This is an optimization exercise on Yosys and OpenROAD, whose aim is small area, a short achievable clock period and few clock cycles per item, not a production implementation. In this exercise RTL edits were held to simulation tests only and were not proved equivalent to the original.

==> flow/design.v <==
package move_sort_pkg;
   localparam int EVAL_WIDTH = 16;
   typedef logic [EVAL_WIDTH-1:0] eval_t;
   typedef logic [5:0] square_t;
   typedef struct packed {
      square_t from_sq;
      square_t to_sq;
      logic    white_in_check;
      logic    black_in_check;
      eval_t   eval;
   } move_entry_t;
   localparam int ENTRY_WIDTH = 2 * 6 + 2 + EVAL_WIDTH;
   typedef enum logic [2:0] {
      idle,
      outer_init,
      read_wait,
      compare,
      inner,
      outer_check,
      done
   } sort_state_t;
endpackage
`timescale 1ns/10ps
module move_list_top (
   input  logic        clk,
   input  logic        reset,
   input  logic        list_open,
   input  logic        list_close,
   input  logic        move_valid,
   input  logic [29:0] move_in,
   input  logic        white_to_move,
   output logic        out_valid,
   output logic [29:0] out_entry,
   output logic        out_last,
   output logic        list_done,
   output logic        overflow
);
   localparam int N = 31;
   logic              list_is_open;
   logic              closed;
   logic [4:0]        fill;
   logic              white;
   logic              pv;
   logic [29:0]       p;
   logic              qv;
   logic [29:0]       q;
   logic [N-1:0]      sl;
   logic [N-1:0]      sp;
   logic [29:0]       e [0:N-1];
   logic [N-1:0]      v;
   logic              accept;
   logic              keep;
   function automatic logic [29:0] xf(input logic [29:0] m, input logic w);
      xf[29:18] = m[29:18];
      xf[17]    = w ? m[17] : m[16];
      xf[16]    = w ? m[16] : m[17];
      xf[15:0]  = m[15:0] ^ (w ? 16'h8000 : 16'h7fff);
   endfunction
   function automatic logic key_gt(input logic [16:0] a, input logic [16:0] b);
      logic [16:0] gt0, ge0;
      logic [8:0] gt1, ge1;
      logic [4:0] gt2, ge2;
      logic [2:0] gt3, ge3;
      logic [1:0] gt4, ge4;
      logic [0:0] gt5, ge5;
      gt0 = a & ~b;
      ge0 = a | ~b;
      gt1[1] = gt0[2] | (ge0[2] & gt0[1]);
      ge1[1] = gt0[2] | (ge0[2] & ge0[1]);
      gt1[2] = gt0[4] | (ge0[4] & gt0[3]);
      ge1[2] = gt0[4] | (ge0[4] & ge0[3]);
      gt1[3] = gt0[6] | (ge0[6] & gt0[5]);
      ge1[3] = gt0[6] | (ge0[6] & ge0[5]);
      gt1[4] = gt0[8] | (ge0[8] & gt0[7]);
      ge1[4] = gt0[8] | (ge0[8] & ge0[7]);
      gt1[5] = gt0[10] | (ge0[10] & gt0[9]);
      ge1[5] = gt0[10] | (ge0[10] & ge0[9]);
      gt1[6] = gt0[12] | (ge0[12] & gt0[11]);
      ge1[6] = gt0[12] | (ge0[12] & ge0[11]);
      gt1[7] = gt0[14] | (ge0[14] & gt0[13]);
      ge1[7] = gt0[14] | (ge0[14] & ge0[13]);
      gt1[8] = gt0[16] | (ge0[16] & gt0[15]);
      ge1[8] = gt0[16] | (ge0[16] & ge0[15]);
      gt1[0] = gt0[0];
      ge1[0] = ge0[0];
      gt2[1] = gt1[2] | (ge1[2] & gt1[1]);
      ge2[1] = gt1[2] | (ge1[2] & ge1[1]);
      gt2[2] = gt1[4] | (ge1[4] & gt1[3]);
      ge2[2] = gt1[4] | (ge1[4] & ge1[3]);
      gt2[3] = gt1[6] | (ge1[6] & gt1[5]);
      ge2[3] = gt1[6] | (ge1[6] & ge1[5]);
      gt2[4] = gt1[8] | (ge1[8] & gt1[7]);
      ge2[4] = gt1[8] | (ge1[8] & ge1[7]);
      gt2[0] = gt1[0];
      ge2[0] = ge1[0];
      gt3[1] = gt2[2] | (ge2[2] & gt2[1]);
      ge3[1] = gt2[2] | (ge2[2] & ge2[1]);
      gt3[2] = gt2[4] | (ge2[4] & gt2[3]);
      ge3[2] = gt2[4] | (ge2[4] & ge2[3]);
      gt3[0] = gt2[0];
      ge3[0] = ge2[0];
      gt4[1] = gt3[2] | (ge3[2] & gt3[1]);
      ge4[1] = gt3[2] | (ge3[2] & ge3[1]);
      gt4[0] = gt3[0];
      ge4[0] = ge3[0];
      gt5[0] = gt4[1] | (ge4[1] & gt4[0]);
      ge5[0] = gt4[1] | (ge4[1] & ge4[0]);
      key_gt = gt5[0];
   endfunction
   function automatic logic [16:0] key(input logic [29:0] m);
      key = {m[15:0], m[16]};
   endfunction
   assign accept   = list_is_open && move_valid;
   assign keep     = accept && fill != 5'(N);
   logic closed_nx;
   logic pv_nx;
   logic qv_nx;
   logic draining;
   logic drain_nx;
   logic first;
   logic [4:0]   rp;
   logic [N-1:0] rsel;
   always_comb
   begin
      closed_nx = closed;
      if (list_close && list_is_open)
         closed_nx = 1'b1;
      if (list_done)
         closed_nx = 1'b0;
      pv_nx    = keep;
      qv_nx    = pv;
      drain_nx = closed_nx && !pv_nx && !qv_nx;
      first    = drain_nx && !draining;
   end
   always_ff @(posedge clk)
   begin
      if (reset)
      begin
         list_is_open <= 1'b0;
         closed       <= 1'b0;
         draining     <= 1'b0;
         fill         <= '0;
         overflow     <= 1'b0;
         pv           <= 1'b0;
         qv           <= 1'b0;
      end
      else
      begin
         pv       <= pv_nx;
         qv       <= qv_nx;
         closed   <= closed_nx;
         draining <= drain_nx;
         if (keep)
            fill <= fill + 1'b1;
         if (accept && fill == 5'(N))
            overflow <= 1'b1;
         if (list_open)
         begin
            list_is_open <= 1'b1;
            fill         <= '0;
            overflow     <= 1'b0;
         end
         else if (list_close)
            list_is_open <= 1'b0;
      end
   end
   always_ff @(posedge clk)
   begin
      if (list_open)
         white <= white_to_move;
      if (accept)
         p <= xf(move_in, white_to_move);
      q <= p;
   end
   logic [N-1:0] dd;
   logic         x;
   logic [N-1:0] c_nx;
   always_comb
   begin
      for (int i = 0; i < N; i++)
         dd[i] = !v[i] || key_gt(key(p), key(e[i]));
      x = key_gt(key(p), key(q));
      for (int i = 0; i < N; i++)
      begin
         if (sl[i])
            c_nx[i] = dd[i > 0 ? i - 1 : 0];
         else if (sp[i])
            c_nx[i] = x;
         else
            c_nx[i] = dd[i];
      end
   end
   always_ff @(posedge clk)
   begin
      for (int i = 0; i < N; i++)
      begin
         sl[i] <= pv && c_nx[i] && (i > 0 ? c_nx[i-1] : 1'b0);
         sp[i] <= pv && c_nx[i] && !(i > 0 ? c_nx[i-1] : 1'b0);
      end
   end
   logic [N-1:0] sel_h;
   logic [29:0]  e_nx [0:N-1];
   always_comb
   begin
      for (int i = 0; i < N; i++)
      begin
         sel_h[i] = !(sl[i] || sp[i]);
         e_nx[i]  = ({30{sl[i]}} & (i > 0 ? e[i-1] : '0)) |
                    ({30{sp[i]}} & q) |
                    ({30{sel_h[i]}} & e[i]);
      end
   end
   always_ff @(posedge clk)
   begin
      if (reset || list_open)
         v <= '0;
      else if (qv)
         v <= {v[N-2:0], 1'b1};
   end
   always_ff @(posedge clk)
   begin
      for (int i = 0; i < N; i++)
         e[i] <= e_nx[i];
   end
   logic [29:0] rd;
   always_comb
   begin
      rd = '0;
      for (int i = 1; i < N; i++)
         rd = rd | ({30{rsel[i]}} & e[i]);
      if (first)
         rd = e_nx[0];
   end
   always_ff @(posedge clk)
   begin
      out_entry <= xf(rd, white);
      if (first)
      begin
         rp   <= 5'd1;
         rsel <= N'(2);
      end
      else
      begin
         rp   <= rp + 1'b1;
         rsel <= {rsel[N-2:0], 1'b0};
      end
   end
   always_ff @(posedge clk)
   begin
      if (reset)
      begin
         out_valid <= 1'b0;
         out_last  <= 1'b0;
         list_done <= 1'b0;
      end
      else if (first)
      begin
         out_valid <= fill != 5'd0;
         out_last  <= fill == 5'd1;
         list_done <= fill <= 5'd1;
      end
      else if (draining && !list_done)
      begin
         out_valid <= rp < fill;
         out_last  <= rp == fill - 1'b1;
         list_done <= rp >= fill - 1'b1;
      end
      else
      begin
         out_valid <= 1'b0;
         out_last  <= 1'b0;
         list_done <= 1'b0;
      end
   end
endmodule
==> flow/config.mk <==
export PLATFORM = sky130hd
export DESIGN_NAME = move_list_top
export DESIGN_NICKNAME = move_list_top
export VERILOG_FILES = /design/flow/design.v
export SDC_FILE = /design/flow/constraint.sdc
export NUM_CORES = 4
export LEC_CHECK = 0
export CAP_MARGIN = 20
export CORE_MARGIN = 2
export CORE_UTILIZATION = 50
export SETUP_SLACK_MARGIN = 3.2
export SLEW_MARGIN = 20
==> flow/constraint.sdc <==
create_clock -name core_clock -period 6.0 [get_ports {clk}]
set_input_delay 1.2000 -clock core_clock [delete_from_list [all_inputs] [get_ports {clk}]]
set_output_delay 1.2000 -clock core_clock [all_outputs]
set_load 0.01 [all_outputs]
run.sh (not shown) runs the stock make flow with config.mk's settings and CLKGATE_MAP_FILE= SYNTH_SCRIPT=/design/flow/synth_recipe.tcl, a recipe that flattens the netlist after the stock synthesis.
The first run produced a clean layout.
Testbench counts at the start, summed over its fixed seeds: cycles 6,314, lists 160.
Edit:
- CORE_UTILIZATION: 50 -> 30
After rerunning: Count of clock-buffer cells in the layout came out higher by 9; clock skew came out higher by 4.3 ps; utilization came out lower by 23 points.

[what the ideal ports hide]
How much do the figures lean on ideal ports? The routed layouts below were timed once more, with nothing changed but the port constraints.
Step 1: set_driving_cell puts a clkbuf_16 on clk and a buf_2 on each other input, an assumption about the parent block.
Step 2, shift: input delay + t, output delay - t, t = (earliest + latest rising clock arrival at the registers) / 2. This alone moves slack from input paths to output paths.
Slacks: ideal ports / drivers / drivers and shift; pairs: ideal ports / drivers.
run | t (ns) | setup slack, ns | worst setup path at the end | worst slew at a driven data input, ns | pins driven straight from the clock port
the first run | 0.877 | 2.807 / 2.807 / 2.356 | input to register | 0.08 | 1
the second run | 0.879 | 3.019 / 3.019 / 2.476 | input to register | 0.10 | 1
After both steps setup and hold are still met in every run listed. The setup slack of the second run, which loses most, moves by 0.000 ns with the drivers and by -0.543 ns with both steps.
